This is an optimization exercise on Yosys and OpenROAD, whose aim is small area, not a production implementation.
In this exercise RTL edits were held to simulation tests only and were not proved equivalent to the original.
Power figures rest on the tool's default switching activity, not on a simulated workload.

== quartz ==
Design regfile_sb, start of the top module:
module regfile_sb
#(
    parameter  int XLEN   = rf_pkg::XLEN_DEF,
    parameter  int NREGS  = rf_pkg::NREGS_DEF,
    parameter  int NRD    = 2,
    parameter  int BYPASS = 1,
    localparam int AW     = $clog2(NREGS)
) (
    input  logic                clk,
    input  logic                rst_n,
    input  logic [NRD*AW-1:0]   rd_addr,
    output logic [NRD*XLEN-1:0] rd_data,
    output logic [NRD-1:0]      rd_busy,
    input  logic                we,
    input  logic [AW-1:0]       wa,
    input  logic [XLEN-1:0]     din,
    input  logic                iss_valid,
    input  logic [AW-1:0]       iss_rd,
    input  logic                flush,
    output logic [NREGS-1:0]    busy_vec
);
export LEC_CHECK = 0
export CAP_MARGIN = 20
export CORE_MARGIN = 2
export CORE_UTILIZATION = 45
export SETUP_SLACK_MARGIN = 0.2
export SLEW_MARGIN = 20
export SYNTH_HIERARCHICAL = 1
export SYNTH_MINIMUM_KEEP_SIZE = 0
create_clock -name core_clock -period 6.0 [get_ports {clk}]
standard.sh (not shown) runs the stock make flow with config.mk's settings and CLKGATE_MAP_FILE= SYNTH_SCRIPT=/design/flow/synth_recipe.tcl, a recipe that flattens the netlist after the stock synthesis.
==> flow/flow/run.sh <==
#!/bin/bash
# Standard layout (the standard.sh) with two changes: ports are buffered
# with buf_2 instead of the flow's default delay buffer, and the clock tree is
# built from clkbuf_8 cells in clusters of up to 16 sinks, without dummy
# loads. Each tool's full output goes to its own log under orfs/logs; make's
# output goes to make.log in this folder.
set -euo pipefail
export BUFFER_PORTS_ARGS="-buffer_cell sky130_fd_sc_hd__buf_2"
export CTS_ARGS="-sink_clustering_enable -repair_clock_nets -dont_use_dummy_load -sink_clustering_size 16 -sink_clustering_max_diameter 80 -buf_list {sky130_fd_sc_hd__clkbuf_8}"
bash standard.sh > make.log 2>&1
> inputs changed (quartz -> sierra)
- SETUP_SLACK_MARGIN now 0.3, was 0.2
- CORE_UTILIZATION now 38, was 45
==> flow/flow/run.sh <==
#!/bin/bash
# Standard layout (the standard.sh) with these changes: ports are
# buffered with buf_2 instead of the flow's default delay buffer; the clock
# tree is built from clkbuf_8 cells in clusters of up to 16 sinks, without
# dummy loads; and timing repair may resize a cell to one of another
# footprint. Each tool's full output goes to its own log under orfs/logs;
# make's output goes to make.log in this folder.
set -euo pipefail
export BUFFER_PORTS_ARGS="-buffer_cell sky130_fd_sc_hd__buf_2"
export CTS_ARGS="-sink_clustering_enable -repair_clock_nets -dont_use_dummy_load -sink_clustering_size 16 -sink_clustering_max_diameter 80 -buf_list {sky130_fd_sc_hd__clkbuf_8}"
bash standard.sh MATCH_CELL_FOOTPRINT=0 finish > make.log 2>&1
Notes after the runs:
Against quartz, final worst slack in sierra came out better. Per the comparison of sierra with quartz, top-level I/O count ~0 delta, final design area excluding fillers +320 sq um, post-layout minimum cycle time -0.18 ns.
[inputs] onyx vs sierra
- changing CORE_UTILIZATION from 38 to 45
- changing SETUP_SLACK_MARGIN from 0.3 to 0.2
==> flow/flow/run.sh <==
#!/bin/bash
# Standard layout (the standard.sh) with these changes: the floorplan step
# removes synthesis buffers instead of running an early timing repair on the
# unplaced netlist; ports are buffered with buf_2 instead of the flow's default
# delay buffer; and the clock tree is built from clkbuf_8 cells in clusters of
# up to 16 sinks, without dummy loads. Each tool's full output goes to its own
# log under orfs/logs; make's output goes to make.log in this folder.
set -euo pipefail
export BUFFER_PORTS_ARGS="-buffer_cell sky130_fd_sc_hd__buf_2"
export CTS_ARGS="-sink_clustering_enable -repair_clock_nets -dont_use_dummy_load -sink_clustering_size 16 -sink_clustering_max_diameter 80 -buf_list {sky130_fd_sc_hd__clkbuf_8}"
bash standard.sh REMOVE_ABC_BUFFERS=1 finish > make.log 2>&1
Findings:
Per the comparison of onyx with sierra, placer's final routability congestion estimate +0.029, critical path's largest stage delay -0.05 ns, design area -about 1.8%, relative contribution of sequential cells to total power +0.2 points, count of inserted tapcells -about 16%. For sierra, the slowest cell on the critical path was sky130_fd_sc_hd__or4b_4, unlike onyx, where it was sky130_fd_sc_hd__a222oi_1. Compared with sierra, onyx shows a lower clock latency of the later-clocked register in the worst-skew pair. The lower initial standard-cell utilization of the core of sierra and onyx is in sierra.
The following lists how fjord was set up differently from onyx:
- a change of CORE_UTILIZATION from 45 to 40
- a change of SETUP_SLACK_MARGIN from 0.2 to 0.4
==> flow/run.sh (new file) <==
#!/bin/bash
# synth_recipe.tcl (not shown) runs the flow's synth.tcl, then flattens the netlist and writes it again
# the make line also repeats each setting of config.mk as NAME=value (left out here)
make -C /OpenROAD-flow-scripts/flow DESIGN_CONFIG=/design/flow/config.mk WORK_HOME=/design/flow/orfs CLKGATE_MAP_FILE= SYNTH_SCRIPT=/design/flow/synth_recipe.tcl finish
removed: flow/flow/run.sh
removed: flow/standard.sh
==> comparison <==
fjord vs. onyx: first-pass GRT wire length rose about 4%; clock network power rose 100%; switching power as a share of total power fell 1.9 points; setup slack after layout rose 0.17 ns. Taking onyx as the reference, in fjord detailed-routing iteration count for the pre-antenna-repair pass fell 2; worst hold margin saw an increase.

-- what the ideal ports hide --
The results above use ideal ports. As a check the final layouts listed here were re-extracted and re-timed, cells and wires unchanged.
Step 1 sets driving cells, clkbuf_16 on the clock port and buf_2 on the other inputs (assumed; they add their load-dependent delay and slew).
Step 2 also shifts input and output timing later by t, the mid clock arrival at the registers, as if the neighbouring blocks saw the same clock.
Three values: ideal ports, drivers, drivers and shift; two values: the first two.
| run | t, ns | setup WS [ns] | latest minus earliest clock arrival (ns) | slew at the worst register clock pin (ns) | worst data-port slew with drivers (ns) |
|---|---|---|---|---|---|
| quartz | 0.802 | 0.138 / 0.119 / 0.119 | 0.073 / 0.073 | 0.11 / 0.11 | 0.07 |
| sierra | 0.806 | 0.315 / 0.290 / 0.290 | 0.107 / 0.106 | 0.12 / 0.12 | 0.11 |
| onyx | 0.791 | 0.127 / 0.107 / 0.107 | 0.141 / 0.141 | 0.11 / 0.11 | 0.13 |
| fjord | 0.798 | 0.300 / 0.269 / 0.269 | 0.046 / 0.045 | 0.07 / 0.07 | 0.09 |
After both steps setup and hold are still met in every run listed. The setup slack of fjord, which loses most, moves by -0.031 ns with the drivers and by -0.031 ns with both steps.
